This is an optimization exercise on Yosys and OpenROAD, whose aim is small area, a short achievable clock period and few clock cycles per item, not a production implementation.
Function was checked by simulation only, so behaviour that the tests miss may differ from the original.

Design aes_top, start of the top module:
module aes_top #(
  parameter int ADDR_W = 8
) (
  input  logic              clk,
  input  logic              reset,
  input  logic [ADDR_W-1:0] awaddr,
  input  logic              awvalid,
  output logic              awready,
  input  logic [31:0]       wdata,
  input  logic [3:0]        wstrb,
  input  logic              wvalid,
  output logic              wready,
  output logic [1:0]        bresp,
  output logic              bvalid,
  input  logic              bready,
  input  logic [ADDR_W-1:0] araddr,
  input  logic              arvalid,
  output logic              arready,
  output logic [31:0]       rdata,
  output logic [1:0]        rresp,
  output logic              rvalid,
  input  logic              rready
);
Size: ~680 flip-flops, about 0.050 sq mm of cells after synthesis.
Settings: LEC_CHECK=0, CAP_MARGIN=20, CELL_PAD_IN_SITES_DETAIL_PLACEMENT=1, CELL_PAD_IN_SITES_GLOBAL_PLACEMENT=2, CORE_MARGIN=2, CORE_UTILIZATION=35, PLACE_DENSITY=0.5, SLEW_MARGIN=20; clock period 10.0 ns.
standard.sh (not shown) runs the stock make flow with config.mk's settings and CLKGATE_MAP_FILE= SYNTH_SCRIPT=/design/flow/synth_recipe.tcl, a recipe that flattens the netlist after the stock synthesis.
==> flow/flow/run.sh <==
#!/bin/bash
# Layout flow: the standard flow, except that
#  - synthesis maps the logic with the ABC script in flow/synth.abc (area-oriented
#    mapping that keeps the xor structure of the s-boxes) instead of ORFS's speed script;
#  - the make calls get the extra settings in EXTRA: repair aims at a larger setup
#    margin, and the port buffers that placement inserts on every input and output are
#    buf_2 cells rather than the default delay buffer.
# Everything else (yosys synth -nofsm -noshare, flattening, renaming, floorplan to finish,
# the final DEF) is the standard flow.
set -euo pipefail
W=$PWD
F=$W/flow
EXTRA='SETUP_SLACK_MARGIN=5.75 BUFFER_PORTS_ARGS="-buffer_cell sky130_fd_sc_hd__buf_2"'

# ORFS synthesis script with only the abc script replaced
sed -e 's|^\( *\)log_cmd abc {\*}\$abc_args|\1set abc_args [lreplace $abc_args 1 1 '"$F"'/synth.abc]\n\1log_cmd abc {*}$abc_args|' \
  "$FLOW_HOME/scripts/synth.tcl" > "$W/synth_custom.tcl"
grep -q "$F/synth.abc" "$W/synth_custom.tcl"
sed -e 's|source \$::env(SCRIPTS_DIR)/synth.tcl|source '"$W"'/synth_custom.tcl|' synth_recipe.tcl > "$W/synth_recipe_custom.tcl"
grep -q "synth_custom.tcl" "$W/synth_recipe_custom.tcl"

# standard.sh with the extra settings; synthesis also with the custom script
sed -e 's|"\${@:-finish}"|'"$EXTRA"' "${@:-finish}"|' standard.sh > "$W/layout_custom.sh"
grep -q "$EXTRA" "$W/layout_custom.sh"
sed -e 's|SYNTH_SCRIPT=[^ ]*|SYNTH_SCRIPT='"$W"'/synth_recipe_custom.tcl|' "$W/layout_custom.sh" > "$W/synth_custom.sh"

bash "$W/synth_custom.sh" synth > "$W/synth.log" 2>&1
bash "$W/layout_custom.sh" > "$W/layout.log" 2>&1
==> flow/flow/synth.abc <==
strash
&get -n
&dch -f
&nf -R 1000
&put
Testbench counts at the start, summed over its fixed seeds: cycles 5,056, blocks 128.
Then changed:
--- a/flow/flow/run.sh
+++ b/flow/flow/run.sh
@@ -5,3 +5 @@
-#  - the make calls get the extra settings in EXTRA: repair aims at a larger setup
-#    margin, and the port buffers that placement inserts on every input and output are
-#    buf_2 cells rather than the default delay buffer.
+#  - the make calls get the extra settings in EXTRA (repair aims at a larger setup margin).
@@ -13 +11 @@
-EXTRA='SETUP_SLACK_MARGIN=5.75 BUFFER_PORTS_ARGS="-buffer_cell sky130_fd_sc_hd__buf_2"'
+EXTRA="SETUP_SLACK_MARGIN=5.75"
- CORE_UTILIZATION: 35 -> 45
- PLACE_DENSITY: 0.5 -> 0.65
=>
- setup slack gets worse by 0.044 ns
- routed wire length drops by 7.6%
- final area shrinks by 3.0%
- clock-buffer cell count falls by 3
- register-to-register slack degrades by 0.04 ns
Then changed:
- CORE_UTILIZATION: 45 -> 40
- CTS_CLUSTER_DIAMETER: not set -> 80
- CTS_CLUSTER_SIZE: not set -> 28
- PLACE_DENSITY: 0.65 -> 0.55
After rerunning: Wire length increases by 2.9%; worst setup slack gets better by 0.046 ns; non-clock buffer count increases by 39; design area increases by 0.57%; final cell count increases by about 2%.
Then changed:
--- a/flow/flow/run.sh
+++ b/flow/flow/run.sh
@@ -5 +5,3 @@
-#  - the make calls get the extra settings in EXTRA (repair aims at a larger setup margin).
+#  - the make calls get the extra settings in EXTRA: repair aims at a larger setup
+#    margin, and the port buffers that placement inserts on every input and output are
+#    buf_2 cells rather than the default delay buffer.
@@ -11 +13 @@
-EXTRA="SETUP_SLACK_MARGIN=5.75"
+EXTRA='SETUP_SLACK_MARGIN=5.75 BUFFER_PORTS_ARGS="-buffer_cell sky130_fd_sc_hd__buf_2"'
- CELL_PAD_IN_SITES_DETAIL_PLACEMENT: 1 -> 0
- CELL_PAD_IN_SITES_GLOBAL_PLACEMENT: 2 -> 0
- CTS_CLUSTER_DIAMETER: 80 -> not set
- CTS_CLUSTER_SIZE: 28 -> not set
The new run ran to the end with no violations.
Count of clock-buffer cells in the layout climbs by 51.
Die area is unchanged.
Utilization is lower by 0.86 points.
Design area shrinks by 1.8%.
Worst hold slack gets worse by 0.011 ns.
Then changed:
--- a/flow/flow/run.sh
+++ b/flow/flow/run.sh
@@ -5,3 +5 @@
-#  - the make calls get the extra settings in EXTRA: repair aims at a larger setup
-#    margin, and the port buffers that placement inserts on every input and output are
-#    buf_2 cells rather than the default delay buffer.
+#  - the make calls get the extra settings in EXTRA (repair aims at a larger setup margin).
@@ -13 +11 @@
-EXTRA='SETUP_SLACK_MARGIN=5.75 BUFFER_PORTS_ARGS="-buffer_cell sky130_fd_sc_hd__buf_2"'
+EXTRA="SETUP_SLACK_MARGIN=5.75"
- CELL_PAD_IN_SITES_DETAIL_PLACEMENT: 0 -> 1
- CELL_PAD_IN_SITES_GLOBAL_PLACEMENT: 0 -> 2
The new run went through all stages and came out clean.
Cell count rose by 1.2%.
Area after synthesis is unchanged.
Die area stays the same.
Cell area is higher by about 3%.
Worst setup slack gets better by 0.027 ns.
Routed wire length increases by about 16%.

========
Another version of the RTL of aes_top (not shown whole).
Size: ~7,800 cells after synthesis, ~560 flip-flops, ~100 I/O pins, roughly 70,000 µm² of cells after synthesis.
Settings: LEC_CHECK=0, CAP_MARGIN=20, CELL_PAD_IN_SITES_DETAIL_PLACEMENT=1, CELL_PAD_IN_SITES_GLOBAL_PLACEMENT=2, CORE_MARGIN=2, CORE_UTILIZATION=40, PLACE_DENSITY=0.55, SLEW_MARGIN=20; clock period 10.0 ns.
run.sh (not shown) runs the stock make flow with config.mk's settings and CLKGATE_MAP_FILE= SYNTH_SCRIPT=/design/flow/synth_recipe.tcl, a recipe that flattens the netlist after the stock synthesis.
Stock flow here: none of the scripts above is used.
The first run passed the timing, DRC and antenna checks.
Testbench counts at the start, summed over its fixed seeds: cycles 3,904, blocks 128.
Change:
==> flow/flow/run.sh (new file) <==
#!/bin/bash
# Layout flow: the standard flow, except that synthesis maps the logic with
# the ABC script in flow/synth.abc (area-oriented mapping that keeps the xor
# structure of the s-boxes) instead of ORFS's speed script. Everything else
# (yosys synth -nofsm -noshare, flattening, renaming, floorplan to finish) is
# the standard flow.
set -euo pipefail
W=$PWD
F=$W/flow

# ORFS synthesis script with only the abc script replaced
sed -e 's|^\( *\)log_cmd abc {\*}\$abc_args|\1set abc_args [lreplace $abc_args 1 1 '"$F"'/synth.abc]\n\1log_cmd abc {*}$abc_args|' \
  "$FLOW_HOME/scripts/synth.tcl" > "$W/synth_custom.tcl"
grep -q "$F/synth.abc" "$W/synth_custom.tcl"
sed -e 's|source \$::env(SCRIPTS_DIR)/synth.tcl|source '"$W"'/synth_custom.tcl|' synth_recipe.tcl > "$W/synth_recipe_custom.tcl"
grep -q "synth_custom.tcl" "$W/synth_recipe_custom.tcl"

# same make call as standard.sh, with the custom synthesis script
sed -e 's|SYNTH_SCRIPT=[^ ]*|SYNTH_SCRIPT='"$W"'/synth_recipe_custom.tcl|' standard.sh > "$W/synth_custom.sh"
bash "$W/synth_custom.sh" synth > "$W/synth.log" 2>&1

# the rest of the standard flow, from floorplan on
bash standard.sh > "$W/layout.log" 2>&1
==> flow/flow/synth.abc (new file) <==
strash
&get -n
&dch -f
&nf -R 1000
&put
buffer -c
topo
stime -c
upsize -c
dnsize -c
stime -p
==> flow/standard.sh (new file) <==
#!/bin/bash
# synth_recipe.tcl (not shown) runs the flow's synth.tcl, then flattens the netlist and writes it again
# the make line also repeats each setting of config.mk as NAME=value (left out here)
make -C /OpenROAD-flow-scripts/flow DESIGN_CONFIG=/design/flow/config.mk WORK_HOME=/design/flow/orfs CLKGATE_MAP_FILE= SYNTH_SCRIPT=/design/flow/synth_recipe.tcl "${@:-finish}"
removed: flow/run.sh
Clock-buffer cell count climbs by 4; fmax rose by 14%; cell area is lower by 25%; area after synthesis decreases by 28%; register-to-register slack improves by 1100 ps; via count went down by 36%; utilization climbs by 0.99 points; sequential share of layout area went up by 6.4 points; wire length falls by 32%.

========
raven:
aes_top with an RTL version that a note above also has.
For scale: roughly 680 flip-flops, roughly 100 I/O pins, ~0.050 sq mm of cells after synthesis.
==> flow/config.mk <==
export PLATFORM = sky130hd
export DESIGN_NAME = aes_top
export DESIGN_NICKNAME = aes_top
export VERILOG_FILES = /design/flow/design.v
export SDC_FILE = /design/flow/constraint.sdc
export NUM_CORES = 4
export LEC_CHECK = 0
export CAP_MARGIN = 20
export CELL_PAD_IN_SITES_DETAIL_PLACEMENT = 0
export CELL_PAD_IN_SITES_GLOBAL_PLACEMENT = 0
export CORE_MARGIN = 2
export CORE_UTILIZATION = 45
export PLACE_DENSITY = 0.55
export SLEW_MARGIN = 20
==> flow/constraint.sdc <==
create_clock -name core_clock -period 10.0 [get_ports {clk}]
set_input_delay 2.0000 -clock core_clock [delete_from_list [all_inputs] [get_ports {clk}]]
set_output_delay 2.0000 -clock core_clock [all_outputs]
set_load 0.01 [all_outputs]
standard.sh (not shown) runs the stock make flow with config.mk's settings and CLKGATE_MAP_FILE= SYNTH_SCRIPT=/design/flow/synth_recipe.tcl, a recipe that flattens the netlist after the stock synthesis.
==> flow/flow/run.sh <==
#!/bin/bash
# Layout flow: the standard flow, except that
#  - synthesis maps the logic with the ABC script in flow/synth.abc (area-oriented
#    mapping that keeps the xor structure of the s-boxes) instead of ORFS's speed script;
#  - the make calls get the extra settings in EXTRA: repair aims at a larger setup
#    margin, and the port buffers that placement inserts on every input and output are
#    buf_2 cells rather than the default delay buffer.
# Everything else (yosys synth -nofsm -noshare, flattening, renaming, floorplan to finish,
# the final DEF) is the standard flow.
set -euo pipefail
W=$PWD
F=$W/flow
EXTRA='SETUP_SLACK_MARGIN=5.75 BUFFER_PORTS_ARGS="-buffer_cell sky130_fd_sc_hd__buf_2"'

# ORFS synthesis script with only the abc script replaced
sed -e 's|^\( *\)log_cmd abc {\*}\$abc_args|\1set abc_args [lreplace $abc_args 1 1 '"$F"'/synth.abc]\n\1log_cmd abc {*}$abc_args|' \
  "$FLOW_HOME/scripts/synth.tcl" > "$W/synth_custom.tcl"
grep -q "$F/synth.abc" "$W/synth_custom.tcl"
sed -e 's|source \$::env(SCRIPTS_DIR)/synth.tcl|source '"$W"'/synth_custom.tcl|' synth_recipe.tcl > "$W/synth_recipe_custom.tcl"
grep -q "synth_custom.tcl" "$W/synth_recipe_custom.tcl"

# standard.sh with the extra settings; synthesis also with the custom script
sed -e 's|"\${@:-finish}"|'"$EXTRA"' "${@:-finish}"|' standard.sh > "$W/layout_custom.sh"
grep -q "$EXTRA" "$W/layout_custom.sh"
sed -e 's|SYNTH_SCRIPT=[^ ]*|SYNTH_SCRIPT='"$W"'/synth_recipe_custom.tcl|' "$W/layout_custom.sh" > "$W/synth_custom.sh"

bash "$W/synth_custom.sh" synth > "$W/synth.log" 2>&1
bash "$W/layout_custom.sh" > "$W/layout.log" 2>&1
==> flow/flow/synth.abc <==
strash
&get -n
&dch -f
&nf -R 1000
&put
Testbench counts of raven, summed over its fixed seeds: cycles 5,056, blocks 128.
diff inputs: raven => tundra
# raven
export LEC_CHECK = 0
export CAP_MARGIN = 20
export CELL_PAD_IN_SITES_DETAIL_PLACEMENT = 0
export CELL_PAD_IN_SITES_GLOBAL_PLACEMENT = 0
export CORE_MARGIN = 2
export CORE_UTILIZATION = 45
export PLACE_DENSITY = 0.55
export SLEW_MARGIN = 20
create_clock -name core_clock -period 10.0 [get_ports {clk}]
# tundra
export LEC_CHECK = 0
export CAP_MARGIN = 20
export CELL_PAD_IN_SITES_DETAIL_PLACEMENT = 1
export CELL_PAD_IN_SITES_GLOBAL_PLACEMENT = 2
export CORE_MARGIN = 2
export CORE_UTILIZATION = 40
export PLACE_DENSITY = 0.55
export SLEW_MARGIN = 20
create_clock -name core_clock -period 10.0 [get_ports {clk}]
--- a/flow/flow/run.sh
+++ b/flow/flow/run.sh
@@ -12,3 +12,3 @@
 F=$W/flow
-EXTRA='SETUP_SLACK_MARGIN=5.75 BUFFER_PORTS_ARGS="-buffer_cell sky130_fd_sc_hd__buf_2"'
+EXTRA='SETUP_SLACK_MARGIN=5.9 BUFFER_PORTS_ARGS="-buffer_cell sky130_fd_sc_hd__buf_2"'
 
### Flow results
tundra ended up with a lower final period demand of the worst path than raven did. Relative to raven, the final net count measured on tundra has increased by a few percent. Worst relative slew slack delta for tundra relative to raven: 4.4 points lower. raven and tundra ended up with roughly the same sequential cell count. Compared to raven, tundra has share of final-layout standard cells stronger than drive strength 1 5.7 points higher.
The following lists how garnet was set up differently from tundra:
# tundra
export LEC_CHECK = 0
export CAP_MARGIN = 20
export CELL_PAD_IN_SITES_DETAIL_PLACEMENT = 1
export CELL_PAD_IN_SITES_GLOBAL_PLACEMENT = 2
export CORE_MARGIN = 2
export CORE_UTILIZATION = 40
export PLACE_DENSITY = 0.55
export SLEW_MARGIN = 20
create_clock -name core_clock -period 10.0 [get_ports {clk}]
# garnet
export LEC_CHECK = 0
export CAP_MARGIN = 20
export CELL_PAD_IN_SITES_DETAIL_PLACEMENT = 0
export CELL_PAD_IN_SITES_GLOBAL_PLACEMENT = 0
export CORE_MARGIN = 2
export CORE_UTILIZATION = 40
export PLACE_DENSITY = 0.62
export SLEW_MARGIN = 20
create_clock -name core_clock -period 10.0 [get_ports {clk}]
--- a/flow/flow/run.sh
+++ b/flow/flow/run.sh
@@ -12,3 +12,3 @@
 F=$W/flow
-EXTRA='SETUP_SLACK_MARGIN=5.9 BUFFER_PORTS_ARGS="-buffer_cell sky130_fd_sc_hd__buf_2"'
+EXTRA='SETUP_SLACK_MARGIN=5.75 BUFFER_PORTS_ARGS="-buffer_cell sky130_fd_sc_hd__buf_2"'
 
Results
Number of standard cells after synthesis across tundra and garnet: no real change. garnet gives less total routed wirelength than tundra did. Count of buffers not belonging to the clock network in the layout: garnet vs tundra down 154.
Here is what was changed in the inputs of harbor compared with garnet.
# garnet
export LEC_CHECK = 0
export CAP_MARGIN = 20
export CELL_PAD_IN_SITES_DETAIL_PLACEMENT = 0
export CELL_PAD_IN_SITES_GLOBAL_PLACEMENT = 0
export CORE_MARGIN = 2
export CORE_UTILIZATION = 40
export PLACE_DENSITY = 0.62
export SLEW_MARGIN = 20
create_clock -name core_clock -period 10.0 [get_ports {clk}]
# harbor
export LEC_CHECK = 0
export CAP_MARGIN = 20
export CELL_PAD_IN_SITES_DETAIL_PLACEMENT = 1
export CELL_PAD_IN_SITES_GLOBAL_PLACEMENT = 2
export CORE_MARGIN = 2
export CORE_UTILIZATION = 40
export PLACE_DENSITY = 0.55
export SLEW_MARGIN = 20
create_clock -name core_clock -period 10.0 [get_ports {clk}]
==> flow/flow/synth.abc <==
strash
&get -n
&dch -f
&nf -R 1000 -p
&put
Results
- For period utilization, harbor and garnet come out practically identical.
- Compared with garnet, in harbor non-filler instance count after layout now sits higher; synthesized cell count now sits at about the same level; number of global-route vias before repair now sits higher.
- Against garnet, harbor reports a post-detailed-routing wire length that is higher.

-- afterwards: timing with drivers on the ports --
The flow's constraints put no driver on any port. The routed layouts listed below were extracted and timed again, unchanged, in two steps. Step 1 assumes that a clkbuf_16 drives the clock port and a buf_2 every other input. Step 2 moves the port delays by t, midway between the first and last clock arrival at a register: inputs arrive t later, outputs are due t later. That takes back most of the time a late clock gives input paths. Slacks: no drivers / after step 1 / after step 2; pairs: no drivers / after step 1.
| run | t (ns) | setup WS [ns] | worst setup path after step 2 | worst slew at a driven data input, ns |
|---|---|---|---|---|
| the first run of note 1 | 0.802 | 5.752 / 5.752 / 5.334 | input to register | 0.07 |
| the second run of note 1 | 0.738 | 5.708 / 5.708 / 5.267 | input to register | 0.05 |
| the third run of note 1 | 0.776 | 5.754 / 5.754 / 5.212 | input to register | 0.05 |
| the fourth run of note 1 | 0.769 | 5.776 / 5.776 / 5.127 | input to register | 0.05 |
| the fifth run of note 1 | 0.781 | 5.803 / 5.803 / 5.225 | input to register | 0.05 |
| the first run of note 2 | 0.712 | 1.560 / 1.560 / 1.560 | register to register | 0.12 |
| the second run of note 2 | 0.755 | 2.610 / 2.610 / 2.610 | register to register | 0.28 |
| raven | 0.734 | 5.784 / 5.784 / 5.177 | input to register | 0.05 |
| tundra | 0.772 | 5.817 / 5.817 / 5.374 | input to register | 0.05 |
| garnet | 0.758 | 5.760 / 5.760 / 5.113 | input to register | 0.05 |
| harbor | 0.774 | 5.754 / 5.754 / 5.125 | input to register | 0.06 |
After both steps every run listed still meets setup and hold. For the fourth run of note 1, which loses most, drivers alone change the setup slack by 0.000 ns; drivers and shift together by -0.649 ns.
